Context: an optimization exercise on an open-source flow, tuned for small area, a short achievable clock period and few clock cycles per item. The choices shown serve that exercise and are no tape-out recipe. Where RTL was checked, it was by simulation tests only, not by an equivalence proof against the original. No functional check of the RTL was part of runs 1, 2, 5 and 6.

## design/flow/design.v

```verilog
package idct_pkg;
	localparam int plane_width = 320;
endpackage
`timescale 1ns/1ps
module idct_t_stage (
	input logic CLOCK_50_I,
	input logic Resetn,
	input logic req,
	output logic ack,
	input logic [5:0] block_row,
	input logic [5:0] block_col,
	input logic [15:0] sram_read_data,
	output logic [17:0] sram_address,
	output logic [15:0] sram_write_data,
	output logic sram_we_n
);
	localparam logic [7:0] LAST_T = 8'd145;
	logic running;
	logic ack_q;
	logic [7:0] cnt;           
	logic [7:0] tn;            
	logic [14:0] rb;           
	logic [14:0] rb_start;
	logic [17:0] addr_q;
	logic [15:0] wdata_q;
	logic we_n_q;
	assign rb_start = {9'(5 * block_row + 9'd150), block_col};
	assign tn = running ? cnt + 8'd1 : 8'd0;
	function automatic logic is_write(input logic [7:0] t);
		is_write = (t[0] && t >= 8'd25 && t <= 8'd135) || (t >= 8'd137 && t <= 8'd140)
			|| (t >= 8'd142 && t <= 8'd145);
	endfunction
	always_ff @(posedge CLOCK_50_I or negedge Resetn) begin
		if (!Resetn) begin
			running <= 1'b0;
			ack_q <= 1'b0;
			we_n_q <= 1'b1;
		end else begin
			if (!running && !ack_q) begin
				running <= req;
			end else if (running) begin
				if (cnt == LAST_T) begin
					running <= 1'b0;
					ack_q <= 1'b1;
				end
			end else begin
				ack_q <= req;
			end
			we_n_q <= ~(running && is_write(tn));
		end
	end
	logic [2:0] rd_col;
	assign rd_col = tn[1] ? ~{1'b0, tn[3:2]} : {1'b0, tn[3:2]};
	logic [7:0] wr_u;
	logic [2:0] wr_row;
	logic [2:0] wr_col;
	always_comb begin
		wr_u = tn - 8'd25;
		if (tn >= 8'd142) begin
			wr_row = 3'd7;
			wr_col = {2'(tn - 8'd142), 1'b0};
		end else if (tn >= 8'd137) begin
			wr_row = 3'd7;
			wr_col = {2'(tn - 8'd137), 1'b1};
		end else begin
			wr_row = wr_u[6:4];
			wr_col = {wr_u[2:1], ~wr_u[3]};
		end
	end
	always_ff @(posedge CLOCK_50_I) begin
		if (!running) begin
			cnt <= 8'd0;
			rb <= rb_start;
			addr_q <= {rb_start, 3'd0};
		end else begin
			cnt <= tn;
			if (cnt[3:0] == 4'd14) begin
				rb <= rb + 15'd40;
			end
			if (tn[0] || tn >= 8'd128) begin
				addr_q <= {9'h11f, 3'd0, wr_row, wr_col};
			end else begin
				addr_q <= {rb, rd_col};
			end
		end
	end
	logic hold_en;
	logic x_en;
	logic [3:0] ph_n;      
	logic [1:0] k_o_n;
	logic [1:0] k_e_n;
	logic [2:0] so_n;
	logic [2:0] se_n;
	assign ph_n = tn[3:0] + 4'd1;
	assign k_e_n = ph_n[3:2];
	assign k_o_n = {~ph_n[3], ph_n[2]};
	always_ff @(posedge CLOCK_50_I) begin
		hold_en <= (tn[1:0] == 2'd0);
		x_en <= (tn[1:0] == 2'd2);
	end
	logic [15:0] din;
	logic [15:0] hold;
	logic signed [16:0] xo;      
	logic signed [18:0] xo3;
	logic signed [16:0] f1;
	logic signed [16:0] f2;
	logic signed [16:0] xe;      
	logic signed [18:0] xe3;
	logic signed [18:0] hold_w;
	logic signed [18:0] din_w;
	assign hold_w = 19'(signed'(hold));
	assign din_w = 19'(signed'(din));
	always_ff @(posedge CLOCK_50_I) begin
		din <= sram_read_data;
		if (hold_en) begin
			hold <= din;
		end
		if (x_en) begin
			xo <= 17'(hold_w - din_w);
			xo3 <= hold_w + (hold_w <<< 1) - din_w - (din_w <<< 1);
			f1 <= 17'(hold_w + din_w);
			f2 <= f1;
			xe <= f2;
			xe3 <= 19'(signed'(f2)) + (19'(signed'(f2)) <<< 1);
		end
	end
	function automatic logic [2:0] odd_sel(input logic [1:0] k, input logic [1:0] p);
		case ({k, p})
			4'h0: odd_sel = {1'b0, 2'd0};
			4'h1: odd_sel = {1'b0, 2'd1};
			4'h2: odd_sel = {1'b0, 2'd2};
			4'h3: odd_sel = {1'b0, 2'd3};
			4'h4: odd_sel = {1'b0, 2'd1};
			4'h5: odd_sel = {1'b1, 2'd3};
			4'h6: odd_sel = {1'b1, 2'd0};
			4'h7: odd_sel = {1'b1, 2'd2};
			4'h8: odd_sel = {1'b0, 2'd2};
			4'h9: odd_sel = {1'b1, 2'd0};
			4'ha: odd_sel = {1'b0, 2'd3};
			4'hb: odd_sel = {1'b0, 2'd1};
			4'hc: odd_sel = {1'b0, 2'd3};
			4'hd: odd_sel = {1'b1, 2'd2};
			4'he: odd_sel = {1'b0, 2'd1};
			default: odd_sel = {1'b1, 2'd0};
		endcase
	endfunction
	function automatic logic [2:0] even_sel(input logic [1:0] k, input logic [1:0] p);
		case ({k, p})
			4'h0: even_sel = {1'b0, 2'd0};
			4'h1: even_sel = {1'b0, 2'd1};
			4'h2: even_sel = {1'b0, 2'd0};
			4'h3: even_sel = {1'b0, 2'd2};
			4'h4: even_sel = {1'b0, 2'd0};
			4'h5: even_sel = {1'b0, 2'd2};
			4'h6: even_sel = {1'b1, 2'd0};
			4'h7: even_sel = {1'b1, 2'd1};
			4'h8: even_sel = {1'b0, 2'd0};
			4'h9: even_sel = {1'b1, 2'd2};
			4'ha: even_sel = {1'b1, 2'd0};
			4'hb: even_sel = {1'b0, 2'd1};
			4'hc: even_sel = {1'b0, 2'd0};
			4'hd: even_sel = {1'b1, 2'd1};
			4'he: even_sel = {1'b0, 2'd0};
			default: even_sel = {1'b1, 2'd2};
		endcase
	endfunction
	assign so_n = odd_sel(k_o_n, ph_n[1:0]);
	assign se_n = even_sel(k_e_n, ph_n[1:0]);
	logic [3:0] om;
	logic [2:0] em;
	logic o_neg1, o_rs1, e_neg1, e_rs1;
	always_ff @(posedge CLOCK_50_I) begin
		om <= 4'b0001 << so_n[1:0];
		em <= 3'b001 << se_n[1:0];
		o_neg1 <= so_n[2];
		o_rs1 <= (k_o_n == 2'd0);
		e_neg1 <= se_n[2];
		e_rs1 <= (k_e_n == 2'd0);
	end
	logic [23:0] ox;
	logic [23:0] oy;
	logic [23:0] ex;
	logic [23:0] ey;
	assign ox = 24'(xo);
	assign oy = 24'(xo3);
	assign ex = 24'(xe);
	assign ey = 24'(xe3);
	logic [23:0] or1, or2, or3, or4;
	logic [1:0] o_inj;
	assign or1 = ({24{om[0] | om[1]}} & (ox << 11)) | ({24{om[2]}} & (oy << 8)) | ({24{om[3]}} & (oy << 7));
	assign or2 = ({24{om[0]}} & ~(ox << 5)) | ({24{om[1]}} & ~(oy << 7)) | ({24{om[2]}} & ~(ox << 4))
		| ({24{om[3]}} & (ox << 4));
	assign or3 = ({24{om[0]}} & ~(ox << 3)) | ({24{om[1]}} & (ox << 5)) | ({24{om[2]}} & ox)
		| ({24{om[3]}} & ~ox);
	assign or4 = ({24{om[1]}} & (oy << 1)) | ({24{om[2]}} & (oy << 7));
	assign o_inj = {om[0], 1'b1};
	logic [23:0] er1, er2, er3, er4;
	logic [1:0] e_inj;
	assign er1 = ({24{em[0]}} & (ey << 9)) | ({24{em[1]}} & (ex << 11)) | ({24{em[2]}} & (ey << 8));
	assign er2 = ({24{em[0]}} & ~(ey << 5)) | ({24{em[1]}} & ~(ex << 7)) | ({24{em[2]}} & (ex << 4));
	assign er3 = ({24{em[0]}} & (ex << 3)) | ({24{em[1]}} & ~(ex << 5)) | ({24{em[2]}} & ~ex);
	assign er4 = {24{em[1]}} & (ex << 2);
	assign e_inj = {em[1], 1'b1};
	logic [23:0] os1, oc1, os2, oc2;
	logic [23:0] es1, ec1, es2, ec2;
	assign os1 = or1 ^ or2 ^ or3;
	assign oc1 = {((or1 & or2) | (or1 & or3) | (or2 & or3)), o_inj[0]} ;
	assign os2 = os1 ^ oc1 ^ or4;
	assign oc2 = {((os1 & oc1) | (os1 & or4) | (oc1 & or4)), o_inj[1]};
	assign es1 = er1 ^ er2 ^ er3;
	assign ec1 = {((er1 & er2) | (er1 & er3) | (er2 & er3)), e_inj[0]};
	assign es2 = es1 ^ ec1 ^ er4;
	assign ec2 = {((es1 & ec1) | (es1 & er4) | (ec1 & er4)), e_inj[1]};
	logic [23:0] o_s, o_c, e_s, e_c;
	logic o_neg, o_rs, e_neg, e_rs;
	always_ff @(posedge CLOCK_50_I) begin
		o_s <= os2;
		o_c <= oc2;
		o_neg <= o_neg1;
		o_rs <= o_rs1;
		e_s <= es2;
		e_c <= ec2;
		e_neg <= e_neg1;
		e_rs <= e_rs1;
	end
	logic [23:0] ro0, ro1, ro2, ro3;
	logic [23:0] re0, re1, re2, re3;
	function automatic logic [23:0] acc_add(input logic [23:0] acc, input logic [23:0] s,
			input logic [23:0] c, input logic neg);
		logic [23:0] sx, cx, t_s, t_c;
		logic [24:0] sum;
		sx = s ^ {24{neg}};
		cx = c ^ {24{neg}};
		t_s = acc ^ sx ^ cx;
		t_c = {((acc & sx) | (acc & cx) | (sx & cx)), neg};
		sum = {t_s, 1'b1} + {t_c, neg};
		acc_add = sum[24:1];
	endfunction
	always_ff @(posedge CLOCK_50_I) begin
		ro0 <= acc_add(o_rs ? 24'd0 : ro3, o_s, o_c, o_neg);
		ro1 <= ro0;
		ro2 <= ro1;
		ro3 <= ro2;
		re0 <= acc_add(e_rs ? 24'd0 : re3, e_s, e_c, e_neg);
		re1 <= re0;
		re2 <= re1;
		re3 <= re2;
	end
	logic [15:0] ring_out;
	logic [15:0] e1;
	logic [15:0] e2;
	logic ring_odd;
	logic e1_en, e2_en;
	logic [1:0] wsrc;      
	assign ring_out = ring_odd ? ro3[23:8] : re3[23:8];
	always_ff @(posedge CLOCK_50_I) begin
		ring_odd <= tn[3];
		e1_en <= (tn[2:0] == 3'd1 || tn[2:0] == 3'd3);
		e2_en <= (tn[2:0] == 3'd2);
		if (tn >= 8'd141) begin
			wsrc <= 2'd3;
		end else if (tn >= 8'd136) begin
			wsrc <= 2'd0;
		end else begin
			case (tn[2:1])
				2'd0: wsrc <= 2'd0;
				2'd2: wsrc <= 2'd2;
				default: wsrc <= 2'd1;
			endcase
		end
	end
	always_ff @(posedge CLOCK_50_I) begin
		if (e1_en) begin
			e1 <= ring_out;
		end
		if (e2_en) begin
			e2 <= ring_out;
		end
		case (wsrc)
			2'd0: wdata_q <= ring_out;
			2'd1: wdata_q <= e1;
			2'd2: wdata_q <= e2;
			default: wdata_q <= re0[23:8];
		endcase
	end
	assign ack = ack_q;
	assign sram_address = addr_q;
	assign sram_write_data = wdata_q;
	assign sram_we_n = we_n_q;
endmodule
```

## design/flow/run.sh

```bash
#!/bin/bash
# synth_recipe.tcl (not shown) runs the flow's synth.tcl, then flattens the netlist and writes it again
# the make line also repeats each setting of config.mk as NAME=value (left out here)
make -C /OpenROAD-flow-scripts/flow DESIGN_CONFIG=/design/flow/config.mk WORK_HOME=/design/flow/orfs CLKGATE_MAP_FILE= SYNTH_SCRIPT=/design/flow/synth_recipe.tcl finish
```

## design/flow/config.mk

```make
export PLATFORM = sky130hd
export DESIGN_NAME = idct_t_stage
export DESIGN_NICKNAME = idct_t_stage
export VERILOG_FILES = /design/flow/design.v
export SDC_FILE = /design/flow/constraint.sdc
export NUM_CORES = 4
export LEC_CHECK = 0
export ABC_CLOCK_PERIOD_IN_PS = 3000
export CAP_MARGIN = 20
export CORE_MARGIN = 2
export CORE_UTILIZATION = 40
export SLEW_MARGIN = 20
```

## design/flow/constraint.sdc

```tcl
create_clock -name core_clock -period 10.0 [get_ports {CLOCK_50_I}]
set_input_delay 2.0000 -clock core_clock [delete_from_list [all_inputs] [get_ports {CLOCK_50_I}]]
set_output_delay 2.0000 -clock core_clock [all_outputs]
set_load 0.01 [all_outputs]
```

==> results of run 1 <==
## critical path, stage by stage
cell and delay (ps):
clkdlybuf4s50_1 450, ha_1 320, ha_1 320, fa_1 480, a21o_1 170, a21oi_1 220, o21bai_1 90, a21oi_1 170
xnor2_1 80, nor2_1 130, a21oi_1 50
## synth_stat cells, drive strengths merged, types with 8 or more instances
master / n
o21bai: 16
and2: 17
or3: 8
buf: 20
dfxtp: 368
o211ai: 21
a21oi: 135
mux2i: 15
nor3: 22
a31oi: 10
a221oi: 16
edfxtp: 165
o31ai: 8
nand2b: 62
o21a: 10
nand3: 28
o22ai: 21
inv: 290
a21o: 35
mux4: 16
a22o: 13
ha: 158
a222oi: 20
xnor2: 177
nand2: 105
nor2: 143
o21ai: 73
mux2: 22
fa: 154
a211oi: 33
clkbuf: 73
nor2b: 27
xor2: 55
## cell families after synthesis
logic type               count (synthesis)  synth area share (%)
adder cells (fa/ha/maj)                312                  18.7
AND/OR/NAND/NOR                        451                  8.08
flip-flops                             536                  45.9
XOR/XNOR                               232                  7.55
buffers and inverters                  384                  5.38
AO/OA/AOI/OAI                          467                  11.6
multiplexers                            53                  2.81
## layout make-up
cell class	count	area share (%)
timing repair buffer	78	2.45
clock buffer	74	5.34
sequential	536	40.6
multi-input combinational	1515	43.0
antenna	1	0.00818
inverter	291	3.57
tap	873	3.57
clock inverter	35	1.46
## flip-flops by register name, summed over array words and instances, names as in the netlist, 24 cells and up
name and cells:
e_c 24, e_s 24, o_c 24, o_s 24, re0 24, re1 24
re2 24, re3 24, ro0 24, ro1 24, ro2 24, ro3 24
## worst max path at each step
stage	start	end	slack (ps)
floorplan	block_row[1]	rb[14]	5880
global placement	block_row[1]	rb[14]	5260
detailed placement	block_row[1]	rb[14]	5210
CTS	block_row[1]	rb[14]	5900
global route	o_neg	ro0[13]	5660
finish	block_row[1]	rb[14]	5870
## per-layer routing
layer | track usage, % | routed length, um | vias to the layer above
met4 | 5.37 | 1340 | 0
met5 | 0 | 0 | -
met3 | 2.27 | 2180 | 92
met1 | 21.9 | 26100 | 8269
li1 | - | - | 8363
met2 | 26.0 | 25900 | 363
==> results.json, run 1 <==
{
  "die_x_um": 264,
  "start_kind": "input pin",
  "clk_pin_slew_worst_paths_ps": 60,
  "hold_ws_ps": 322,
  "post-route-min-period_ps": 4130,
  "worstMarginPinSlew_ps": 1020,
  "hold_violations": 0,
  "ant_nets": 0,
  "io_pins": 67,
  "cts_setup_buffers": 0,
  "holdPathEnd": "ro2[14]",
  "synth_area_per_cell_um2": 11.1,
  "ys_dominant_reg_cell": "dfxtp_1",
  "vias": 17087,
  "detail_route.wl_per_cell_um": 16.3,
  "syn_area_um2": 27000,
  "synth_edf_count": 165,
  "cts-root-buf": "clkbuf_16",
  "syn_nets": 2778,
  "ff2ff_setup_slack_ps": 6020,
  "finalInstanceArea_um2": 30600,
  "async_reset_ff_share_pct": 0.560,
  "synthCells": 2435,
  "r2r_end": "ro0[13]",
  "cap_violations": 0,
  "reg2regPathDepth": 12,
  "die_y_um": 264,
  "fin_skew_ps": 46.3,
  "final_nets": 2823,
  "ys_seq_area_share_pct": 45.9,
  "dpl.cell_count": 3293,
  "seq_area_um2": 12400,
  "holdBufCountCts": 0,
  "fin_crit_sh_pct": 41.3,
  "dpl_cell_area_um2": 28500,
  "row_count": 95,
  "grt_max_degree": 69,
  "ys_types": 80,
  "worstHoldPathCells": 0,
  "synth_top_cells_by_area": "dfxtp_1 (27%), edfxtp_1 (18%), fa_1 (11%), ha_1 (7.3%), xnor2_1 (5.7%)",
  "port_buffers": 66,
  "synth_largest_area_cell": "dfxtp_1",
  "finalSetupTns_ps": 0,
  "drive_above_1_share_pct": 7.20,
  "worstHoldStart": "ro1[14]",
  "stdcell_count": 3403,
  "netlist.area_leader.share_pct": 27.3,
  "core_um2": 67000,
  "holdCritPathClass": "reg -> reg",
  "setup_violations": 0,
  "vias_per_cell": 5.02,
  "htreeDepth": 2,
  "place_ws_ps": 5210,
  "cts.repair.resized": 0,
  "final_util_pct": 45.6,
  "max_freq_ghz": 0.242,
  "reg2reg_from": "o_neg",
  "critPathRequiredTime_ps": 10360,
  "cts.sinks": 536,
  "crit_type": "in -> reg",
  "dieArea_um2": 69600,
  "finalMaxSlewViolations": 0,
  "place.gp.congestion": 0.855,
  "cts_tree": "done",
  "firstDrtPassIters": 8,
  "relSlewSlack_pct": 31.6,
  "clk-insertion-delay-late_ps": 640,
  "grt_usage_pct": 16.0,
  "drt-total-wl_um": 55500,
  "crit_arrival_ps": 4490,
  "numCtsBuffers": 58,
  "status": "no timing/DRC/antenna violations",
  "ys_warn_count": 1,
  "cp-end-kind": "register",
  "multiInputGateArea_um2": 13200,
  "start_util_pct": 40.3,
  "overflow": 0,
  "dpl.hpwl_um": 41300,
  "ys_ff_latch": 536,
  "synthToLayoutAreaGrowth_pct": 13.2,
  "antenna_found_initial": 0,
  "grt_pass1_wl_um": 90500,
  "drc_errors": 0,
  "postLayoutSetupSlackWorst_ps": 5870,
  "drt_first_iter_violations": 1256,
  "clockBufferDepth": 3,
  "mostFrequentLayoutCells": "dfxtp_1 (364), inv_1 (287), xnor2_1 (176), edfxtp_1 (165), ha_1 (158)",
  "crit_fanout": 3,
  "fill_cells": 6153,
  "layout_commonest_cell": "dfxtp_1",
  "rsz0062_at_grt": "false",
  "grt_pass1_vias": 17235
}
==> run 2: changes to the inputs <==
--- a/design/flow/config.mk
+++ b/design/flow/config.mk
@@ -5,7 +5,6 @@
 export SDC_FILE = /design/flow/constraint.sdc
 export NUM_CORES = 4
 export LEC_CHECK = 0
-export ABC_CLOCK_PERIOD_IN_PS = 3000
 export CAP_MARGIN = 20
 export CORE_MARGIN = 2
 export CORE_UTILIZATION = 40
==> results.json, run 2 <==
{
  "cap_violations": 0,
  "vias": 17087,
  "ys_types": 80,
  "ys_warn_count": 1,
  "die_y_um": 264,
  "syn_nets": 2778,
  "io_pins": 67,
  "rsz0062_at_grt": "false",
  "crit_arrival_ps": 4490,
  "dpl.hpwl_um": 41300,
  "start_kind": "input pin",
  "final_nets": 2823,
  "relSlewSlack_pct": 31.6,
  "detail_route.wl_per_cell_um": 16.3,
  "grt_max_degree": 69,
  "vias_per_cell": 5.02,
  "firstDrtPassIters": 8,
  "drt_first_iter_violations": 1256,
  "ant_nets": 0,
  "synth_area_per_cell_um2": 11.1,
  "holdCritPathClass": "reg -> reg",
  "htreeDepth": 2,
  "cts_tree": "done",
  "syn_area_um2": 27000,
  "finalInstanceArea_um2": 30600,
  "grt_pass1_wl_um": 90500,
  "cts_setup_buffers": 0,
  "fin_crit_sh_pct": 41.3,
  "place_ws_ps": 5210,
  "drt-total-wl_um": 55500,
  "crit_fanout": 3,
  "cts.sinks": 536,
  "port_buffers": 66,
  "status": "no timing/DRC/antenna violations",
  "drive_above_1_share_pct": 7.20,
  "clockBufferDepth": 3,
  "row_count": 95,
  "mostFrequentLayoutCells": "dfxtp_1 (364), inv_1 (287), xnor2_1 (176), edfxtp_1 (165), ha_1 (158)",
  "setup_violations": 0,
  "grt_usage_pct": 16.0,
  "synth_edf_count": 165,
  "stdcell_count": 3403,
  "critPathRequiredTime_ps": 10360,
  "ys_ff_latch": 536,
  "hold_violations": 0,
  "drc_errors": 0,
  "synth_top_cells_by_area": "dfxtp_1 (27%), edfxtp_1 (18%), fa_1 (11%), ha_1 (7.3%), xnor2_1 (5.7%)",
  "finalMaxSlewViolations": 0,
  "core_um2": 67000,
  "post-route-min-period_ps": 4130,
  "cts-root-buf": "clkbuf_16",
  "max_freq_ghz": 0.242,
  "cts.repair.resized": 0,
  "overflow": 0,
  "worstMarginPinSlew_ps": 1020,
  "netlist.area_leader.share_pct": 27.3,
  "postLayoutSetupSlackWorst_ps": 5870,
  "dieArea_um2": 69600,
  "yosys-top-cells-count": "dfxtp_1 (368), inv_1 (288), xnor2_1 (176), edfxtp_1 (165), ha_1 (158)",
  "place.gp.congestion": 0.855,
  "ys_seq_area_share_pct": 45.9,
  "ys_dominant_reg_cell": "dfxtp_1",
  "dpl_cell_area_um2": 28500,
  "layout_commonest_cell": "dfxtp_1",
  "crit_type": "in -> reg",
  "cp-end-kind": "register",
  "dpl.cell_count": 3293,
  "clk_pin_slew_worst_paths_ps": 60,
  "fin_skew_ps": 46.3,
  "synthToLayoutAreaGrowth_pct": 13.2,
  "yosysMostFrequentCell": "dfxtp_1",
  "synth_largest_area_cell": "dfxtp_1",
  "start_util_pct": 40.3,
  "async_reset_ff_share_pct": 0.560,
  "clk-insertion-delay-late_ps": 640,
  "antenna_found_initial": 0,
  "holdBufCountCts": 0,
  "grt_pass1_vias": 17235,
  "synthCells": 2435,
  "finalSetupTns_ps": 0,
  "die_x_um": 264,
  "final_util_pct": 45.6,
  "numCtsBuffers": 58,
  "hold_ws_ps": 322
}
## run 2: cell counts after synthesis
No cell type changed its count.
## run 2: routing by layer
metal  routed length (um)  part of all wire, %  vias up  GRT usage (%)
li1                     -                    -     8363              -
met1                26100                   47     8269           21.9
met2                25900                   47      363           26.0
met3                 2180                  3.9       92           2.27
met4                 1340                  2.4        0           5.37
met5                    0                    0        -              0
## run 2: cell families after synthesis
logic type / share of synthesized area [%]
mux: 2.81
flops: 45.9
fa+ha+maj: 18.7
simple gates: 8.08
buf+inv: 5.38
xor+xnor: 7.55
compound gates: 11.6
## run 2: path summary, 6_finish.rpt
check | from | end | slack (ps) | depth (start not counted)
worst max-delay path | block_row[1] | rb[14] | 5870 | 11
worst min-delay path | ro1[14] | ro2[14] | 320 | 0
worst max register to register | o_neg | ro0[13] | 6020 | 12
worst min register to register | ro1[14] | ro2[14] | 320 | 0
max in group asynchronous | Resetn | we_n_q | 8250 | 1
min in group asynchronous | Resetn | ack_q | 1530 | 1
## run 2: layout make-up
| cell class | count | area [um^2] |
|---|---|---|
| repair buffers | 78 | 751 |
| clock buffers | 74 | 1630 |
| diodes | 1 | 2.50 |
| clock inverters | 35 | 448 |
| flip-flops and latches | 536 | 12400 |
| inverters | 291 | 1090 |
| fillers | 6153 | 36500 |
| multi-input cells | 1515 | 13200 |
| well taps | 873 | 1090 |
## run 2: worst max-delay path, cell delays in order
cell,delay (ps)
clkdlybuf4s50_1,450
ha_1,320
ha_1,320
fa_1,480
a21o_1,170
a21oi_1,220
o21bai_1,90
a21oi_1,170
xnor2_1,80
nor2_1,130
a21oi_1,50
==> run 3: changes to the inputs <==
--- a/design/flow/design.v
+++ b/design/flow/design.v
@@ -23,8 +23,76 @@
 	logic [14:0] rb_start;
 	logic [17:0] addr_q;
 	logic [15:0] wdata_q;
-	logic we_n_q;
-	assign rb_start = {9'(5 * block_row + 9'd150), block_col};
+	logic we_q;
+	function automatic logic [8:0] row_base(input logic [5:0] r);
+		case (r)
+			6'd0: row_base = 9'd150;
+			6'd1: row_base = 9'd155;
+			6'd2: row_base = 9'd160;
+			6'd3: row_base = 9'd165;
+			6'd4: row_base = 9'd170;
+			6'd5: row_base = 9'd175;
+			6'd6: row_base = 9'd180;
+			6'd7: row_base = 9'd185;
+			6'd8: row_base = 9'd190;
+			6'd9: row_base = 9'd195;
+			6'd10: row_base = 9'd200;
+			6'd11: row_base = 9'd205;
+			6'd12: row_base = 9'd210;
+			6'd13: row_base = 9'd215;
+			6'd14: row_base = 9'd220;
+			6'd15: row_base = 9'd225;
+			6'd16: row_base = 9'd230;
+			6'd17: row_base = 9'd235;
+			6'd18: row_base = 9'd240;
+			6'd19: row_base = 9'd245;
+			6'd20: row_base = 9'd250;
+			6'd21: row_base = 9'd255;
+			6'd22: row_base = 9'd260;
+			6'd23: row_base = 9'd265;
+			6'd24: row_base = 9'd270;
+			6'd25: row_base = 9'd275;
+			6'd26: row_base = 9'd280;
+			6'd27: row_base = 9'd285;
+			6'd28: row_base = 9'd290;
+			6'd29: row_base = 9'd295;
+			6'd30: row_base = 9'd300;
+			6'd31: row_base = 9'd305;
+			6'd32: row_base = 9'd310;
+			6'd33: row_base = 9'd315;
+			6'd34: row_base = 9'd320;
+			6'd35: row_base = 9'd325;
+			6'd36: row_base = 9'd330;
+			6'd37: row_base = 9'd335;
+			6'd38: row_base = 9'd340;
+			6'd39: row_base = 9'd345;
+			6'd40: row_base = 9'd350;
+			6'd41: row_base = 9'd355;
+			6'd42: row_base = 9'd360;
+			6'd43: row_base = 9'd365;
+			6'd44: row_base = 9'd370;
+			6'd45: row_base = 9'd375;
+			6'd46: row_base = 9'd380;
+			6'd47: row_base = 9'd385;
+			6'd48: row_base = 9'd390;
+			6'd49: row_base = 9'd395;
+			6'd50: row_base = 9'd400;
+			6'd51: row_base = 9'd405;
+			6'd52: row_base = 9'd410;
+			6'd53: row_base = 9'd415;
+			6'd54: row_base = 9'd420;
+			6'd55: row_base = 9'd425;
+			6'd56: row_base = 9'd430;
+			6'd57: row_base = 9'd435;
+			6'd58: row_base = 9'd440;
+			6'd59: row_base = 9'd445;
+			6'd60: row_base = 9'd450;
+			6'd61: row_base = 9'd455;
+			6'd62: row_base = 9'd460;
+			6'd63: row_base = 9'd465;
+		endcase
+	endfunction
+	assign rb_start = {row_base(block_row), block_col};
 	assign tn = running ? cnt + 8'd1 : 8'd0;
 	function automatic logic is_write(input logic [7:0] t);
 		is_write = (t[0] && t >= 8'd25 && t <= 8'd135) || (t >= 8'd137 && t <= 8'd140)
@@ -34,7 +102,7 @@
 		if (!Resetn) begin
 			running <= 1'b0;
 			ack_q <= 1'b0;
-			we_n_q <= 1'b1;
+			we_q <= 1'b0;
 		end else begin
 			if (!running && !ack_q) begin
 				running <= req;
@@ -46,7 +114,7 @@
 			end else begin
 				ack_q <= req;
 			end
-			we_n_q <= ~(running && is_write(tn));
+			we_q <= running && is_write(tn);
 		end
 	end
 	logic [2:0] rd_col;
@@ -100,6 +168,7 @@
 	end
 	logic [15:0] din;
 	logic [15:0] hold;
+	logic signed [17:0] hold3;   
 	logic signed [16:0] xo;      
 	logic signed [18:0] xo3;
 	logic signed [16:0] f1;
@@ -114,10 +183,11 @@
 		din <= sram_read_data;
 		if (hold_en) begin
 			hold <= din;
+			hold3 <= 18'(din_w + (din_w <<< 1));
 		end
 		if (x_en) begin
 			xo <= 17'(hold_w - din_w);
-			xo3 <= hold_w + (hold_w <<< 1) - din_w - (din_w <<< 1);
+			xo3 <= 19'(signed'(hold3)) - din_w - (din_w <<< 1);
 			f1 <= 17'(hold_w + din_w);
 			f2 <= f1;
 			xe <= f2;
@@ -201,50 +271,45 @@
 	assign er3 = ({24{em[0]}} & (ex << 3)) | ({24{em[1]}} & ~(ex << 5)) | ({24{em[2]}} & ~ex);
 	assign er4 = {24{em[1]}} & (ex << 2);
 	assign e_inj = {em[1], 1'b1};
-	logic [23:0] os1, oc1, os2, oc2;
-	logic [23:0] es1, ec1, es2, ec2;
+	logic [23:0] ro0, ro1, ro2;
+	logic [23:0] re0, re1, re2;
+	logic [15:0] ro3, re3;      
+	logic [23:0] oa, ea;
+	assign oa = (o_rs1 ? 24'd0 : ro2) ^ {24{o_neg1}};
+	assign ea = (e_rs1 ? 24'd0 : re2) ^ {24{e_neg1}};
+	logic [23:0] os1, oc1, os2, oc2, os3, oc3;
+	logic [23:0] es1, ec1, es2, ec2, es3, ec3;
 	assign os1 = or1 ^ or2 ^ or3;
 	assign oc1 = {((or1 & or2) | (or1 & or3) | (or2 & or3)), o_inj[0]} ;
 	assign os2 = os1 ^ oc1 ^ or4;
 	assign oc2 = {((os1 & oc1) | (os1 & or4) | (oc1 & or4)), o_inj[1]};
+	assign os3 = os2 ^ oc2 ^ oa;
+	assign oc3 = {((os2 & oc2) | (os2 & oa) | (oc2 & oa)), 1'b0};
 	assign es1 = er1 ^ er2 ^ er3;
 	assign ec1 = {((er1 & er2) | (er1 & er3) | (er2 & er3)), e_inj[0]};
 	assign es2 = es1 ^ ec1 ^ er4;
 	assign ec2 = {((es1 & ec1) | (es1 & er4) | (ec1 & er4)), e_inj[1]};
+	assign es3 = es2 ^ ec2 ^ ea;
+	assign ec3 = {((es2 & ec2) | (es2 & ea) | (ec2 & ea)), 1'b0};
 	logic [23:0] o_s, o_c, e_s, e_c;
-	logic o_neg, o_rs, e_neg, e_rs;
+	logic o_neg, e_neg;
 	always_ff @(posedge CLOCK_50_I) begin
-		o_s <= os2;
-		o_c <= oc2;
+		o_s <= os3;
+		o_c <= oc3;
 		o_neg <= o_neg1;
-		o_rs <= o_rs1;
-		e_s <= es2;
-		e_c <= ec2;
+		e_s <= es3;
+		e_c <= ec3;
 		e_neg <= e_neg1;
-		e_rs <= e_rs1;
 	end
-	logic [23:0] ro0, ro1, ro2, ro3;
-	logic [23:0] re0, re1, re2, re3;
-	function automatic logic [23:0] acc_add(input logic [23:0] acc, input logic [23:0] s,
-			input logic [23:0] c, input logic neg);
-		logic [23:0] sx, cx, t_s, t_c;
-		logic [24:0] sum;
-		sx = s ^ {24{neg}};
-		cx = c ^ {24{neg}};
-		t_s = acc ^ sx ^ cx;
-		t_c = {((acc & sx) | (acc & cx) | (sx & cx)), neg};
-		sum = {t_s, 1'b1} + {t_c, neg};
-		acc_add = sum[24:1];
-	endfunction
 	always_ff @(posedge CLOCK_50_I) begin
-		ro0 <= acc_add(o_rs ? 24'd0 : ro3, o_s, o_c, o_neg);
+		ro0 <= (o_s + o_c) ^ {24{o_neg}};
 		ro1 <= ro0;
 		ro2 <= ro1;
-		ro3 <= ro2;
-		re0 <= acc_add(e_rs ? 24'd0 : re3, e_s, e_c, e_neg);
+		ro3 <= ro2[23:8];
+		re0 <= (e_s + e_c) ^ {24{e_neg}};
 		re1 <= re0;
 		re2 <= re1;
-		re3 <= re2;
+		re3 <= re2[23:8];
 	end
 	logic [15:0] ring_out;
 	logic [15:0] e1;
@@ -252,7 +317,7 @@
 	logic ring_odd;
 	logic e1_en, e2_en;
 	logic [1:0] wsrc;      
-	assign ring_out = ring_odd ? ro3[23:8] : re3[23:8];
+	assign ring_out = ring_odd ? ro3 : re3;
 	always_ff @(posedge CLOCK_50_I) begin
 		ring_odd <= tn[3];
 		e1_en <= (tn[2:0] == 3'd1 || tn[2:0] == 3'd3);
@@ -286,5 +351,5 @@
 	assign ack = ack_q;
 	assign sram_address = addr_q;
 	assign sram_write_data = wdata_q;
-	assign sram_we_n = we_n_q;
+	assign sram_we_n = ~we_q;
 endmodule
==> results.json, run 3 <==
{
  "critPathRequiredTime_ps": 10500,
  "cp-end-kind": "register",
  "core_um2": 68300,
  "synth_edf_count": 181,
  "ys_types": 81,
  "fill_cells": 6162,
  "dieArea_um2": 71000,
  "netlist.area_leader.share_pct": 25.3,
  "clk_pin_slew_worst_paths_ps": 60,
  "hold_violations": 0,
  "holdPathEnd": "re1[4]",
  "grt_pass1_vias": 18444,
  "grt_usage_pct": 17.8,
  "cpMaxStageDelayCell": "inv_1",
  "io_pins": 67,
  "finalSetupTns_ps": 0,
  "die_y_um": 266,
  "numCtsBuffers": 57,
  "crit_buf_inv": 3,
  "port_buffers": 66,
  "cap_violations": 0,
  "setup_violations": 0,
  "num_antenna_cells": 0,
  "grt_max_degree": 75,
  "cts_tree": "done",
  "worstMarginPinSlew_ps": 938,
  "fin_crit_sh_pct": 40.6,
  "multiInputGateArea_um2": 14000,
  "row_count": 96,
  "max_freq_ghz": 0.246,
  "reg2reg_from": "om[0]",
  "rsz0062_at_grt": "false",
  "holdBufCountCts": 0,
  "cpMostUsedCell": "xnor2_1",
  "cts.repair.resized": 0,
  "vias_per_cell": 5.21,
  "synth-xor-area-share_pct": 7.34,
  "ys_seq_area_share_pct": 45.3,
  "dpl.cell_count": 3332,
  "worstPathCellList": "inv_1, nand2_1, a222oi_1, inv_1, fa_1, inv_1, fa_1, xnor2_1, xnor2_1, xnor2_1, xnor2_1, xnor2_1",
  "ys_ff_latch": 532,
  "synth.area.mux_share_pct": 2.79,
  "ys_warn_count": 1,
  "r2r_end": "o_s[23]",
  "synthToLayoutAreaGrowth_pct": 12.9,
  "holdCritPathClass": "reg -> reg",
  "htreeDepth": 2,
  "cts_setup_buffers": 0,
  "synth_top_cells_by_area": "dfxtp_1 (25%), edfxtp_1 (20%), fa_1 (10%), ha_1 (8.1%), xnor2_1 (5.6%)",
  "detail_route.wl_per_cell_um": 18.2,
  "status": "no timing/DRC/antenna violations",
  "fin_skew_ps": 23.2,
  "critical_path.top_delay_family": "adder cells",
  "dpl.hpwl_um": 47100,
  "grt_pass1_wl_um": 101000,
  "cts.sinks": 532,
  "ff2ff_setup_slack_ps": 5940,
  "finalMaxSlewViolations": 0,
  "final_nets": 2858,
  "layout_commonest_cell": "dfxtp_1",
  "mostFrequentLayoutCells": "dfxtp_1 (345), inv_1 (196), edfxtp_1 (181), ha_1 (179), xnor2_1 (176)",
  "dpl_cell_area_um2": 29000,
  "synth_largest_area_cell": "dfxtp_1",
  "antenna_found_initial": 2,
  "crit_arrival_ps": 4570,
  "yosys.area_share.simple_pct": 8.82,
  "post-route-min-period_ps": 4060,
  "drt-total-wl_um": 62600,
  "drive_above_1_share_pct": 7.00,
  "async_reset_ff_share_pct": 0.564,
  "yosys-top-cells-count": "dfxtp_1 (348), inv_1 (196), edfxtp_1 (181), ha_1 (179), xnor2_1 (176)",
  "vias": 17939,
  "syn_area_um2": 27500,
  "yosysMostFrequentCell": "dfxtp_1",
  "final_util_pct": 45.5,
  "ys_dominant_reg_cell": "dfxtp_1",
  "firstDrtPassIters": 6,
  "synth_area_per_cell_um2": 11.2,
  "crit_type": "reg -> reg",
  "overflow": 0,
  "start_util_pct": 40.3,
  "drc_errors": 0,
  "place.gp.congestion": 0.874,
  "reg2regPathDepth": 12,
  "synth-compound-area-share_pct": 13.5,
  "cpPeakStageDelay_ps": 700,
  "start_kind": "register",
  "synth_fa_ha_area_share_pct": 18.2,
  "synthCells": 2464,
  "syn_nets": 2813,
  "seq_area_um2": 12500,
  "ant_nets": 0,
  "synth_top_family_by_area": "adder cells",
  "worstHoldStart": "re0[4]",
  "worstHoldPathCells": 0,
  "finalInstanceArea_um2": 31100,
  "clk-insertion-delay-late_ps": 620,
  "die_x_um": 266,
  "cts-root-buf": "clkbuf_16",
  "clockBufferDepth": 3,
  "drt_first_iter_violations": 1340,
  "relSlewSlack_pct": 37.4,
  "crit_fanout": 29,
  "crit_start": "om[0]",
  "stdcell_count": 3440
}
## run 3: cells by family (layout without fill, tap and decap cells)
kind of cell	after synthesis	in the layout
flops	532	532
xor+xnor	230	230
mux	54	54
fa+ha+maj	318	318
buf+inv	292	386
simple gates	488	488
compound gates	550	550
## run 3: worst max-delay path by stage
stage	endpoint	slack (ps)	cells past startpoint
5_1_grt	o_s[23]	5590	12
4_1_cts	o_s[23]	5950	12
2_1_floorplan	rb[11]	6810	6
6_report	o_s[23]	5940	12
3_3_place_gp	rb[10]	5860	8
3_5_place_dp	rb[10]	5870	8
## run 3: layer usage
| layer | vias up | part of all wire (%) | track usage, % | routed length (um) |
|---|---|---|---|---|
| li1 | 8723 | - | - | - |
| met3 | 83 | 3.6 | 1.92 | 2270 |
| met4 | 0 | 2.2 | 5.42 | 1400 |
| met5 | - | 0 | 0 | 0 |
| met2 | 394 | 49 | 31.1 | 30600 |
| met1 | 8739 | 45 | 23.2 | 28400 |
## run 3: area by class of cell
cell class | instances | share of cell area (%)
clock inverters | 35 | 1.28
multi-input cells | 1640 | 44.9
clock buffers | 73 | 5.25
well taps | 882 | 3.55
repair buffers | 80 | 2.46
inverters | 198 | 2.39
flip-flops and latches | 532 | 40.2
## run 3: worst register-to-register path, stage by stage, from the launching register on
cell and delay, ps:
dfxtp_1 380, inv_1 700, nand2_1 570, a222oi_1 450
inv_1 100, fa_1 510, inv_1 60, fa_1 430
xnor2_1 180, xnor2_1 160, xnor2_1 170, xnor2_1 160
xnor2_1 90
## run 3: stage by stage
stage / hold WS [ps] / worst slack [ps]
after global placement: 310 / 5860
after CTS: 313 / 5950
after global routing: 323 / 5590
after detailed placement: 312 / 5870
after floorplan: 310 / 6810
final: 316 / 5940
Testbench counts of run 3, summed over its fixed seeds: cycles 28,784, blocks 192.
==> run 4: changes to the inputs <==
==> design/flow/flow/run.sh (new file) <==
#!/bin/bash
set -euo pipefail
bash standard.sh SETUP_SLACK_MARGIN=7 finish > flow.log 2>&1
==> design/flow/standard.sh (new file) <==
#!/bin/bash
# synth_recipe.tcl (not shown) runs the flow's synth.tcl, then flattens the netlist and writes it again
# the make line also repeats each setting of config.mk as NAME=value (left out here)
make -C /OpenROAD-flow-scripts/flow DESIGN_CONFIG=/design/flow/config.mk WORK_HOME=/design/flow/orfs CLKGATE_MAP_FILE= SYNTH_SCRIPT=/design/flow/synth_recipe.tcl "${@:-finish}"
removed: design/flow/run.sh
==> results.json, run 4 <==
{
  "status": "no timing/DRC/antenna violations",
  "htreeDepth": 2,
  "grt_pass1_vias": 18834,
  "ant_nets": 0,
  "port_buffers": 66,
  "cts.sinks": 532,
  "ff2ff_setup_slack_ps": 6980,
  "final_nets": 2898,
  "clk_pin_slew_worst_paths_ps": 60,
  "reg2reg_from": "om[1]",
  "start_util_pct": 40.3,
  "critPathRequiredTime_ps": 8000,
  "yosys-top-cells-count": "dfxtp_1 (348), inv_1 (196), edfxtp_1 (181), ha_1 (179), xnor2_1 (176)",
  "cts-root-buf": "clkbuf_16",
  "vias_per_cell": 5.27,
  "hold_ws_ps": 320,
  "finalInstanceArea_um2": 31900,
  "finalMaxSlewViolations": 0,
  "die_y_um": 266,
  "ys_types": 81,
  "overflow": 0,
  "syn_nets": 2813,
  "cts_tree": "done",
  "holdBufCountCts": 0,
  "async_reset_ff_share_pct": 0.564,
  "drive_above_1_share_pct": 13.9,
  "clockBufferDepth": 3,
  "ys_warn_count": 1,
  "vias": 18341,
  "rsz0062_at_grt": "true",
  "r2r_end": "o_s[23]",
  "holdCritPathClass": "reg -> reg",
  "ys_seq_area_share_pct": 45.3,
  "crit_fanout": 1,
  "holdPathEnd": "ro1[4]",
  "row_count": 96,
  "dpl.hpwl_um": 47300,
  "worstHoldPathCells": 0,
  "drt_first_iter_violations": 1079,
  "mostFrequentLayoutCells": "dfxtp_1 (317), edfxtp_1 (181), inv_1 (175), xnor2_1 (174), ha_1 (173)",
  "grt_max_degree": 80,
  "dpl_cell_area_um2": 29100,
  "cap_violations": 0,
  "layout_commonest_cell": "dfxtp_1",
  "fin_skew_ps": 20.5,
  "clk-insertion-delay-late_ps": 630,
  "antenna_found_initial": 1,
  "hold_violations": 0,
  "drt-total-wl_um": 64700,
  "synthCells": 2464,
  "io_pins": 67,
  "firstDrtPassIters": 7,
  "fin_crit_sh_pct": 31.5,
  "die_x_um": 266,
  "relSlewSlack_pct": 34.6,
  "ys_dominant_reg_cell": "dfxtp_1",
  "drc_errors": 0,
  "start_kind": "register",
  "netlist.area_leader.share_pct": 25.3,
  "crit_arrival_ps": 1150,
  "num_antenna_cells": 0,
  "synth_area_per_cell_um2": 11.2,
  "worstHoldStart": "ro0[4]",
  "max_freq_ghz": 0.318,
  "crit_type": "reg -> out",
  "grt_pass1_wl_um": 103000,
  "grt_usage_pct": 18.3,
  "yosysMostFrequentCell": "dfxtp_1",
  "finalSetupTns_ps": 0,
  "core_um2": 68300,
  "setup_violations": 0,
  "dieArea_um2": 71000,
  "detail_route.wl_per_cell_um": 18.6,
  "place.gp.congestion": 0.879,
  "cp-end-kind": "primary output",
  "reg2regPathDepth": 13,
  "synthToLayoutAreaGrowth_pct": 16.0,
  "synth_edf_count": 181,
  "ys_ff_latch": 532,
  "synth_top_cells_by_area": "dfxtp_1 (25%), edfxtp_1 (20%), fa_1 (10%), ha_1 (8.1%), xnor2_1 (5.6%)",
  "final_util_pct": 46.7,
  "numCtsBuffers": 58,
  "syn_area_um2": 27500,
  "post-route-min-period_ps": 3150,
  "worstMarginPinSlew_ps": 980,
  "synth_largest_area_cell": "dfxtp_1"
}
run 4: worst max-delay path, cell delays in order, from the launching register on:
cell and delay (ps):
dfrtp_1 360, inv_1 50, buf_2 120
run 4: routing by layer:
| metal | wire length [um] | up-vias | part of all wire [%] | GRT usage [%] |
|---|---|---|---|---|
| met1 | 28800 | 8973 | 45 | 24.0 |
| li1 | - | 8809 | - | - |
| met5 | 0 | - | 0 | 0 |
| met4 | 1550 | 0 | 2.4 | 5.38 |
| met3 | 3070 | 95 | 4.7 | 2.87 |
| met2 | 31200 | 464 | 48 | 31.2 |
run 4: what timing repair did:
item,CTS,global route
setup buffers,19,14
endpoints found under the hold margin,0,0
resized for setup,242,95
pin swaps,2,27
endpoints found under the setup margin,156,121
cloned,4,3
run 4: area by class of cell:
| class | instances | area (um^2) |
|---|---|---|
| multi-input cells | 1640 | 14300 |
| well taps | 882 | 1100 |
| clock buffers | 81 | 1700 |
| clock inverters | 27 | 428 |
| flip-flops and latches | 532 | 12500 |
| repair buffers | 115 | 1060 |
| repair inverters | 4 | 30.0 |
| inverters | 198 | 785 |
| fillers | 6157 | 36400 |
run 4: logic make-up (layout without fill, tap and decap cells):
logic type / after synthesis / after routing / share of synthesized area (%)
and+or+nand+nor: 488 / 488 / 8.82
xor gates and xnor gates: 230 / 230 / 7.34
AOI/OAI and AO/OA: 550 / 550 / 13.5
muxes: 54 / 54 / 2.79
DFF: 532 / 532 / 45.3
adders and majority gates: 318 / 318 / 18.2
buffers and inverters: 292 / 425 / 4.01
run 4: how the worst max path moves through the flow:
stage	slack, ps	start	cells past startpoint	endpoint
floorplan	6850	block_row[0]	8	rb[11]
global placement	5850	block_row[1]	9	rb[11]
detailed placement	5830	block_row[1]	8	rb[10]
CTS	6810	we_q	2	sram_we_n
global route	6800	we_q	2	sram_we_n
finish	6850	we_q	2	sram_we_n
run 4: stage by stage:
step / setup WS [ps] / std cells
2_1_floorplan: 6850 / 2464
3_5_place_dp: 5830 / 3331
5_1_grt: 6800 / 3479
4_1_cts: 6810 / 3462
6_report: 6850 / 3479
3_3_place_gp: 5850 / 3331
==> run 5: changes to the inputs <==
--- a/design/flow/design.v
+++ b/design/flow/design.v
@@ -142,9 +142,7 @@
 			addr_q <= {rb_start, 3'd0};
 		end else begin
 			cnt <= tn;
-			if (cnt[3:0] == 4'd14) begin
-				rb <= rb + 15'd40;
-			end
+			rb <= rb + {9'd0, cnt[3:0] == 4'd14, 1'b0, cnt[3:0] == 4'd14, 3'd0};
 			if (tn[0] || tn >= 8'd128) begin
 				addr_q <= {9'h11f, 3'd0, wr_row, wr_col};
 			end else begin
@@ -168,7 +166,6 @@
 	end
 	logic [15:0] din;
 	logic [15:0] hold;
-	logic signed [17:0] hold3;   
 	logic signed [16:0] xo;      
 	logic signed [18:0] xo3;
 	logic signed [16:0] f1;
@@ -183,11 +180,10 @@
 		din <= sram_read_data;
 		if (hold_en) begin
 			hold <= din;
-			hold3 <= 18'(din_w + (din_w <<< 1));
 		end
 		if (x_en) begin
 			xo <= 17'(hold_w - din_w);
-			xo3 <= 19'(signed'(hold3)) - din_w - (din_w <<< 1);
+			xo3 <= hold_w + (hold_w <<< 1) - din_w - (din_w <<< 1);
 			f1 <= 17'(hold_w + din_w);
 			f2 <= f1;
 			xe <= f2;
--- a/design/flow/config.mk
+++ b/design/flow/config.mk
@@ -8,4 +8,5 @@
 export CAP_MARGIN = 20
 export CORE_MARGIN = 2
 export CORE_UTILIZATION = 40
+export CTS_BUF_LIST = sky130_fd_sc_hd__clkbuf_4 sky130_fd_sc_hd__clkbuf_8
 export SLEW_MARGIN = 20
==> results.json, run 5 <==
{
  "yosysMostFrequentCell": "dfxtp_1",
  "antenna_found_initial": 1,
  "holdCritPathClass": "reg -> reg",
  "ys_types": 81,
  "synthToLayoutAreaGrowth_pct": 16.9,
  "critPathRequiredTime_ps": 10400,
  "synth_area_per_cell_um2": 11.1,
  "synthCells": 2372,
  "layout_commonest_cell": "dfxtp_1",
  "cpPeakStageDelay_ps": 510,
  "syn_area_um2": 26300,
  "start_kind": "register",
  "ys_dominant_reg_cell": "dfxtp_1",
  "stdcell_count": 3452,
  "grt_max_degree": 65,
  "synth_edf_count": 153,
  "io_pins": 67,
  "htreeDepth": 3,
  "ys_warn_count": 1,
  "post-route-min-period_ps": 3310,
  "grt_usage_pct": 17.9,
  "mostFrequentLayoutCells": "dfxtp_1 (329), inv_1 (218), xnor2_1 (164), edfxtp_1 (153), fa_1 (150)",
  "hold_violations": 0,
  "clk-insertion-delay-late_ps": 670,
  "finalSetupTns_ps": 0,
  "firstDrtPassIters": 12,
  "synth_largest_area_cell": "dfxtp_1",
  "dpl.hpwl_um": 45100,
  "die_y_um": 261,
  "final_nets": 2852,
  "drive_above_1_share_pct": 17.0,
  "cts_tree": "done",
  "relSlewSlack_pct": 36.1,
  "core_um2": 65400,
  "finalMaxSlewViolations": 0,
  "syn_nets": 2710,
  "ys_seq_area_share_pct": 45.1,
  "cp-end-kind": "register",
  "fill_cells": 6040,
  "crit_arrival_ps": 3710,
  "grt_pass1_vias": 17391,
  "setup_violations": 0,
  "vias_per_cell": 5.04,
  "clockBufferDepth": 3,
  "drt-total-wl_um": 61200,
  "vias": 17384,
  "place.gp.congestion": 0.931,
  "crit_fanout": 3,
  "cpMaxStageDelayCell": "fa_1",
  "cts.sinks": 516,
  "crit_type": "reg -> reg",
  "drc_errors": 0,
  "clk_pin_slew_worst_paths_ps": 60,
  "cts-root-buf": "clkbuf_8",
  "max_freq_ghz": 0.302,
  "ys_ff_latch": 516,
  "synth_top_cells_by_area": "dfxtp_1 (27%), edfxtp_1 (17%), fa_1 (12%), ha_1 (7.4%), xnor2_1 (5.6%)",
  "die_x_um": 261,
  "fin_crit_sh_pct": 33.1,
  "yosys-top-cells-count": "dfxtp_1 (360), inv_1 (239), xnor2_1 (167), ha_1 (155), edfxtp_1 (153)",
  "ant_nets": 0,
  "port_buffers": 66,
  "rsz0062_at_grt": "true",
  "start_util_pct": 40.2,
  "numCtsBuffers": 88,
  "worstPathCellList": "inv_2, fa_1, fa_1, inv_2, ha_4, or3_4, a211o_1, a21boi_2, o21ai_2, o41ai_2, xnor2_1",
  "fin_skew_ps": 23.0,
  "grt_pass1_wl_um": 95500,
  "async_reset_ff_share_pct": 0.581,
  "cap_violations": 0,
  "netlist.area_leader.share_pct": 27.4,
  "drt_first_iter_violations": 1202,
  "overflow": 0,
  "row_count": 94,
  "detail_route.wl_per_cell_um": 17.7,
  "worstMarginPinSlew_ps": 957,
  "dpl.cell_count": 3220,
  "dieArea_um2": 67900,
  "status": "no timing/DRC/antenna violations"
}
==> run 5: changes by cell type after synthesis, moves of 13 or more <==
cell,delta
nor3_1,-20
inv_1,+43
edfxtp_1,-28
ha_1,-24
fa_1,+13
a21oi_1,-13
nor2_1,+20
nor2b_1,-19
o21ai_0,-22
==> run 5: repair_timing <==
action                                  in CTS  in global routing
pin swaps                                   12                 47
cloned                                       6                  4
buffers inserted                            32                 26
endpoints found under the hold margin        0                  0
hold buffers                                 0                  0
resized for setup                          237                 70
endpoints found under the setup margin     144                111
==> run 5: per-stage QoR <==
step	worst slack [ps]	hold WS, ps	util (%)	area [um^2]
2_1_floorplan	6860	310	-	26400
3_3_place_gp	5980	310	42.6	27800
3_5_place_dp	5970	312	42.6	27800
4_1_cts	6690	316	46.2	30200
5_1_grt	6580	316	47.1	30800
6_report	6690	317	47.1	30800
==> run 5: worst paths after layout <==
kind / start / end / slack (ps) / depth (start not counted)
worst min-delay path: ro0[21] / ro1[21] / 320 / 0
max in group asynchronous: Resetn / we_q / 8330 / 1
worst max register to register: hold[5] / xo3[15] / 6690 / 11
worst max-delay path: hold[5] / xo3[15] / 6690 / 11
worst min register to register: ro0[21] / ro1[21] / 320 / 0
min in group asynchronous: Resetn / ack_q / 1530 / 1
==> run 5: cell type report <==
class,instances,area [um^2],share of cell area [%]
clock inverter,27,226,0.736
multi-input combinational,1521,13600,44.2
inverter,242,938,3.05
antenna,2,5.00,0.0163
clock buffer,135,1680,5.47
sequential,516,11900,38.8
timing repair inverter,6,42.5,0.138
tap,864,1080,3.51
timing repair buffer,139,1250,4.08
==> run 5: logic make-up after synthesis <==
| logic type | after synthesis | share of synthesized area [%] |
|---|---|---|
| XOR/XNOR | 220 | 7.35 |
| buffers and inverters | 336 | 4.83 |
| multiplexers | 50 | 2.75 |
| flip-flops | 516 | 45.1 |
| adder cells (fa/ha/maj) | 307 | 18.9 |
| AND/OR/NAND/NOR | 437 | 7.94 |
| AO/OA/AOI/OAI | 506 | 13.1 |
==> run 5: layer usage <==
metal  GRT usage (%)  wire, um  up-vias  share of wire [%]
met4            6.10      1660        0                2.7
met1            24.1     28000     8344                 46
li1                -         -     8491                  -
met5               0         0        -                  0
met3            3.80      3040      111                5.0
met2            28.7     28500      438                 46
==> run 5: worst max-delay path: cells and delay by family, from the launching register on <==
family                   cells  cell delay, ps
AO/OA/AOI/OAI                4             860
XOR/XNOR                     1             130
adder cells (fa/ha/maj)      3            1080
buffers and inverters        2             150
flip-flops                   1             440
AND/OR/NAND/NOR              1             400
==> run 6: changes to the inputs <==
--- a/design/flow/design.v
+++ b/design/flow/design.v
@@ -14,7 +14,7 @@
 	output logic [15:0] sram_write_data,
 	output logic sram_we_n
 );
-	localparam logic [7:0] LAST_T = 8'd145;
+	localparam logic [7:0] LAST_T = 8'd144;
 	logic running;
 	logic ack_q;
 	logic [7:0] cnt;           
@@ -95,8 +95,7 @@
 	assign rb_start = {row_base(block_row), block_col};
 	assign tn = running ? cnt + 8'd1 : 8'd0;
 	function automatic logic is_write(input logic [7:0] t);
-		is_write = (t[0] && t >= 8'd25 && t <= 8'd135) || (t >= 8'd137 && t <= 8'd140)
-			|| (t >= 8'd142 && t <= 8'd145);
+		is_write = (t[0] && t >= 8'd25 && t <= 8'd135) || (t >= 8'd137 && t <= 8'd144);
 	endfunction
 	always_ff @(posedge CLOCK_50_I or negedge Resetn) begin
 		if (!Resetn) begin
@@ -124,9 +123,9 @@
 	logic [2:0] wr_col;
 	always_comb begin
 		wr_u = tn - 8'd25;
-		if (tn >= 8'd142) begin
+		if (tn >= 8'd141) begin
 			wr_row = 3'd7;
-			wr_col = {2'(tn - 8'd142), 1'b0};
+			wr_col = {2'(tn - 8'd141), 1'b0};
 		end else if (tn >= 8'd137) begin
 			wr_row = 3'd7;
 			wr_col = {2'(tn - 8'd137), 1'b1};
@@ -166,12 +165,13 @@
 	end
 	logic [15:0] din;
 	logic [15:0] hold;
+	logic signed [17:0] hold3;   
 	logic signed [16:0] xo;      
 	logic signed [18:0] xo3;
 	logic signed [16:0] f1;
 	logic signed [16:0] f2;
 	logic signed [16:0] xe;      
-	logic signed [18:0] xe3;
+	logic signed [20:0] xe15;    
 	logic signed [18:0] hold_w;
 	logic signed [18:0] din_w;
 	assign hold_w = 19'(signed'(hold));
@@ -180,14 +180,15 @@
 		din <= sram_read_data;
 		if (hold_en) begin
 			hold <= din;
+			hold3 <= 18'(din_w + (din_w <<< 1));
 		end
 		if (x_en) begin
 			xo <= 17'(hold_w - din_w);
-			xo3 <= hold_w + (hold_w <<< 1) - din_w - (din_w <<< 1);
+			xo3 <= 19'(signed'(hold3)) - din_w - (din_w <<< 1);
 			f1 <= 17'(hold_w + din_w);
 			f2 <= f1;
 			xe <= f2;
-			xe3 <= 19'(signed'(f2)) + (19'(signed'(f2)) <<< 1);
+			xe15 <= (21'(signed'(f2)) <<< 4) - 21'(signed'(f2));
 		end
 	end
 	function automatic logic [2:0] odd_sel(input logic [1:0] k, input logic [1:0] p);
@@ -250,7 +251,7 @@
 	assign ox = 24'(xo);
 	assign oy = 24'(xo3);
 	assign ex = 24'(xe);
-	assign ey = 24'(xe3);
+	assign ey = 24'(xe15);
 	logic [23:0] or1, or2, or3, or4;
 	logic [1:0] o_inj;
 	assign or1 = ({24{om[0] | om[1]}} & (ox << 11)) | ({24{om[2]}} & (oy << 8)) | ({24{om[3]}} & (oy << 7));
@@ -260,13 +261,12 @@
 		| ({24{om[3]}} & ~ox);
 	assign or4 = ({24{om[1]}} & (oy << 1)) | ({24{om[2]}} & (oy << 7));
 	assign o_inj = {om[0], 1'b1};
-	logic [23:0] er1, er2, er3, er4;
+	logic [23:0] er1, er2, er3;
 	logic [1:0] e_inj;
-	assign er1 = ({24{em[0]}} & (ey << 9)) | ({24{em[1]}} & (ex << 11)) | ({24{em[2]}} & (ey << 8));
-	assign er2 = ({24{em[0]}} & ~(ey << 5)) | ({24{em[1]}} & ~(ex << 7)) | ({24{em[2]}} & (ex << 4));
-	assign er3 = ({24{em[0]}} & (ex << 3)) | ({24{em[1]}} & ~(ex << 5)) | ({24{em[2]}} & ~ex);
-	assign er4 = {24{em[1]}} & (ex << 2);
-	assign e_inj = {em[1], 1'b1};
+	assign er1 = ({24{em[0]}} & (ex << 3)) | ({24{em[1]}} & (ex << 1)) | ({24{em[2]}} & ~ex);
+	assign er2 = ({24{em[0]}} & (ey << 5)) | ({24{em[1]}} & ~(ey << 1)) | ({24{em[2]}} & (ex << 10));
+	assign er3 = ({24{em[0]}} & (ey << 6)) | ({24{em[1]}} & (ey << 7)) | ({24{em[2]}} & ~(ey << 4));
+	assign e_inj = {em[2], em[1] | em[2]};
 	logic [23:0] ro0, ro1, ro2;
 	logic [23:0] re0, re1, re2;
 	logic [15:0] ro3, re3;      
@@ -274,7 +274,7 @@
 	assign oa = (o_rs1 ? 24'd0 : ro2) ^ {24{o_neg1}};
 	assign ea = (e_rs1 ? 24'd0 : re2) ^ {24{e_neg1}};
 	logic [23:0] os1, oc1, os2, oc2, os3, oc3;
-	logic [23:0] es1, ec1, es2, ec2, es3, ec3;
+	logic [23:0] es1, ec1, es3, ec3;
 	assign os1 = or1 ^ or2 ^ or3;
 	assign oc1 = {((or1 & or2) | (or1 & or3) | (or2 & or3)), o_inj[0]} ;
 	assign os2 = os1 ^ oc1 ^ or4;
@@ -283,10 +283,8 @@
 	assign oc3 = {((os2 & oc2) | (os2 & oa) | (oc2 & oa)), 1'b0};
 	assign es1 = er1 ^ er2 ^ er3;
 	assign ec1 = {((er1 & er2) | (er1 & er3) | (er2 & er3)), e_inj[0]};
-	assign es2 = es1 ^ ec1 ^ er4;
-	assign ec2 = {((es1 & ec1) | (es1 & er4) | (ec1 & er4)), e_inj[1]};
-	assign es3 = es2 ^ ec2 ^ ea;
-	assign ec3 = {((es2 & ec2) | (es2 & ea) | (ec2 & ea)), 1'b0};
+	assign es3 = es1 ^ ec1 ^ ea;
+	assign ec3 = {((es1 & ec1) | (es1 & ea) | (ec1 & ea)), e_inj[1]};
 	logic [23:0] o_s, o_c, e_s, e_c;
 	logic o_neg, e_neg;
 	always_ff @(posedge CLOCK_50_I) begin
@@ -297,12 +295,14 @@
 		e_c <= ec3;
 		e_neg <= e_neg1;
 	end
+	logic [23:0] e_sum;
+	assign e_sum = (e_s + e_c) ^ {24{e_neg}};
 	always_ff @(posedge CLOCK_50_I) begin
 		ro0 <= (o_s + o_c) ^ {24{o_neg}};
 		ro1 <= ro0;
 		ro2 <= ro1;
 		ro3 <= ro2[23:8];
-		re0 <= (e_s + e_c) ^ {24{e_neg}};
+		re0 <= e_sum;
 		re1 <= re0;
 		re2 <= re1;
 		re3 <= re2[23:8];
@@ -318,7 +318,7 @@
 		ring_odd <= tn[3];
 		e1_en <= (tn[2:0] == 3'd1 || tn[2:0] == 3'd3);
 		e2_en <= (tn[2:0] == 3'd2);
-		if (tn >= 8'd141) begin
+		if (tn >= 8'd140) begin
 			wsrc <= 2'd3;
 		end else if (tn >= 8'd136) begin
 			wsrc <= 2'd0;
@@ -341,7 +341,7 @@
 			2'd0: wdata_q <= ring_out;
 			2'd1: wdata_q <= e1;
 			2'd2: wdata_q <= e2;
-			default: wdata_q <= re0[23:8];
+			default: wdata_q <= e_sum[23:8];
 		endcase
 	end
 	assign ack = ack_q;
--- a/design/flow/config.mk
+++ b/design/flow/config.mk
@@ -8,5 +8,5 @@
 export CAP_MARGIN = 20
 export CORE_MARGIN = 2
 export CORE_UTILIZATION = 40
-export CTS_BUF_LIST = sky130_fd_sc_hd__clkbuf_4 sky130_fd_sc_hd__clkbuf_8
+export CTS_CLUSTER_SIZE = 30
 export SLEW_MARGIN = 20
==> results.json, run 6 <==
{
  "start_kind": "register",
  "crit_start": "ack_q",
  "start_util_pct": 40.6,
  "syn_nets": 2711,
  "fill_cells": 5959,
  "synthToLayoutAreaGrowth_pct": 15.1,
  "yosys-top-cells-count": "dfxtp_1 (361), xnor2_1 (190), inv_1 (183), ha_1 (175), edfxtp_1 (172)",
  "drive_above_1_share_pct": 13.5,
  "netlist.area_leader.share_pct": 27.0,
  "clockBufferDepth": 3,
  "ys_ff_latch": 536,
  "ys_dominant_reg_cell": "dfxtp_1",
  "final_nets": 2786,
  "clk-insertion-delay-late_ps": 650,
  "cts.sinks": 536,
  "syn_area_um2": 26800,
  "dpl.hpwl_um": 42500,
  "die_x_um": 263,
  "num_antenna_cells": 0,
  "antenna_found_initial": 0,
  "synthCells": 2380,
  "max_freq_ghz": 0.316,
  "crit_arrival_ps": 1160,
  "holdBufCountCts": 0,
  "drc_errors": 0,
  "drt_first_iter_violations": 1283,
  "critPathRequiredTime_ps": 8000,
  "rsz0062_at_grt": "true",
  "worstHoldStart": "ro0[7]",
  "dpl.cell_count": 3230,
  "reg2reg_from": "om[1]",
  "port_buffers": 66,
  "core_um2": 66000,
  "finalMaxSlewViolations": 0,
  "vias_per_cell": 5.10,
  "crit_type": "reg -> out",
  "io_pins": 67,
  "vias": 17167,
  "dieArea_um2": 69000,
  "clk_pin_slew_worst_paths_ps": 60,
  "crit_fanout": 3,
  "fin_skew_ps": 44.4,
  "place.gp.congestion": 0.898,
  "final_util_pct": 46.7,
  "relSlewSlack_pct": 27.4,
  "ys_types": 79,
  "ys_warn_count": 1,
  "post-route-min-period_ps": 3160,
  "overflow": 0,
  "finalSetupTns_ps": 0,
  "drt-total-wl_um": 57900,
  "cts-root-buf": "clkbuf_16",
  "yosysMostFrequentCell": "dfxtp_1",
  "multiInputGateArea_um2": 13500,
  "grt_usage_pct": 16.5,
  "synth_edf_count": 172,
  "crit_buf_inv": 1,
  "cpMaxStageDelayCell": "dfrtp_1",
  "layout_commonest_cell": "dfxtp_1",
  "synth_top_cells_by_area": "dfxtp_1 (27%), edfxtp_1 (19%), fa_1 (9.3%), ha_1 (8.2%), xnor2_1 (6.2%)",
  "ant_nets": 0,
  "firstDrtPassIters": 7,
  "worstPathCellList": "buf_2",
  "holdCritPathClass": "reg -> reg",
  "grt_pass1_wl_um": 92800,
  "setup_violations": 0,
  "seq_area_um2": 12500,
  "async_reset_ff_share_pct": 0.560,
  "cts_tree": "done",
  "critical_path.top_delay_family": "flip-flops",
  "ys_seq_area_share_pct": 46.6,
  "synth_area_per_cell_um2": 11.3,
  "mostFrequentLayoutCells": "dfxtp_1 (325), xnor2_1 (189), edfxtp_1 (172), inv_1 (167), ha_1 (165)",
  "row_count": 94,
  "cap_violations": 0,
  "cp-end-kind": "primary output",
  "cpPeakStageDelay_ps": 390,
  "numCtsBuffers": 57,
  "ff2ff_setup_slack_ps": 7010,
  "status": "no timing/DRC/antenna violations",
  "worstMarginPinSlew_ps": 1090,
  "synth_largest_area_cell": "dfxtp_1",
  "stdcell_count": 3368,
  "detail_route.wl_per_cell_um": 17.2,
  "die_y_um": 263,
  "fin_crit_sh_pct": 31.6,
  "grt_pass1_vias": 17037,
  "hold_violations": 0,
  "htreeDepth": 2,
  "grt_max_degree": 69
}
run 6: changes by cell type after synthesis, moves of 9 or more:
cell,previous run,this run
fa_1,152,125
xnor2_1,167,190
inv_1,239,183
edfxtp_1,153,172
nand2b_1,68,82
a21oi_1,128,144
a222oi_1,14,34
o21ai_0,79,94
a221oi_1,16,4
o221ai_1,16,7
ha_1,155,175
run 6: final cells by class:
class | count | area share (%)
multi-input combinational | 1566 | 43.8
sequential | 536 | 40.6
clock buffer | 75 | 5.09
tap | 864 | 3.51
timing repair buffer | 106 | 3.19
inverter | 185 | 2.33
clock inverter | 33 | 1.37
timing repair inverter | 3 | 0.0609
run 6: repair_timing:
action / 4_1_cts / 5_1_grt
endpoints found under the setup margin: 103 / 95
buffers inserted: 10 / 14
resized for setup: 223 / 74
pin swaps: 10 / 21
gates cloned: 4 / 2
run 6: final timing paths:
kind                       cells after the start  endpoint
hold / removal                                 0    ro1[7]
setup / recovery                               1       ack
max in group asynchronous                      1   running
hold reg to reg                                0    ro1[7]
min in group asynchronous                      1      we_q
setup reg to reg                              10   o_s[20]
run 6: stage by stage:
stage / cell area (um^2) / hold slack [ps] / worst slack (ps)
3_5_place_dp: 28300 / 312 / 5960
3_3_place_gp: 28300 / 310 / 6020
4_1_cts: 30500 / 281 / 6780
2_1_floorplan: 26800 / 310 / 6970
6_report: 30800 / 287 / 6840
5_1_grt: 30800 / 288 / 6780
run 6: per-layer routing:
| layer | vias up | GRT usage (%) | share of wire [%] |
|---|---|---|---|
| met5 | - | 0 | 0 |
| met1 | 8224 | 22.2 | 46 |
| met2 | 447 | 27.7 | 47 |
| met3 | 83 | 2.46 | 4.6 |
| li1 | 8413 | - | - |
| met4 | 0 | 4.55 | 2.1 |
run 6: cells by family after synthesis:
logic type | synth area share, %
flip-flops | 46.6
AO/OA/AOI/OAI | 13.1
AND/OR/NAND/NOR | 8.16
adder cells (fa/ha/maj) | 17.5
buffers and inverters | 3.97
XOR/XNOR | 8.04
multiplexers | 2.67

## static timing again, ports no longer ideal
No port has a modelled driver above. Below, the same layouts with a new extraction and two added sets of constraints.
Step 1 sets driving cells, clkbuf_16 on the clock port and buf_2 on the other inputs (assumed; they add their load-dependent delay and slew).
Step 2 also shifts input and output timing later by t, the mid clock arrival at the registers, as if the neighbouring blocks saw the same clock.
Three values: ideal ports, drivers, drivers and shift; two values: the first two.
run | t (ns) | slack for setup (ns) | hold slack, ns | clock arrival spread, ns | pins driven straight from the clock port
run 1 | 0.675 | 5.874 / 5.911 / 5.236 | 0.322 / 0.322 / 0.322 | 0.048 / 0.048 | 1
run 2 | 0.675 | 5.874 / 5.911 / 5.236 | 0.322 / 0.322 / 0.322 | 0.048 / 0.048 | 1
run 3 | 0.663 | 5.938 / 5.938 / 5.857 | 0.316 / 0.316 / 0.316 | 0.028 / 0.027 | 1
run 4 | 0.682 | 6.855 / 6.796 / 6.450 | 0.320 / 0.320 / 0.320 | 0.023 / 0.023 | 1
run 5 | 0.724 | 6.690 / 6.690 / 6.490 | 0.317 / 0.317 / 0.317 | 0.024 / 0.024 | 1
run 6 | 0.677 | 6.836 / 6.778 / 6.477 | 0.287 / 0.287 / 0.287 | 0.053 / 0.053 | 1
After both steps setup and hold are still met in every run listed.
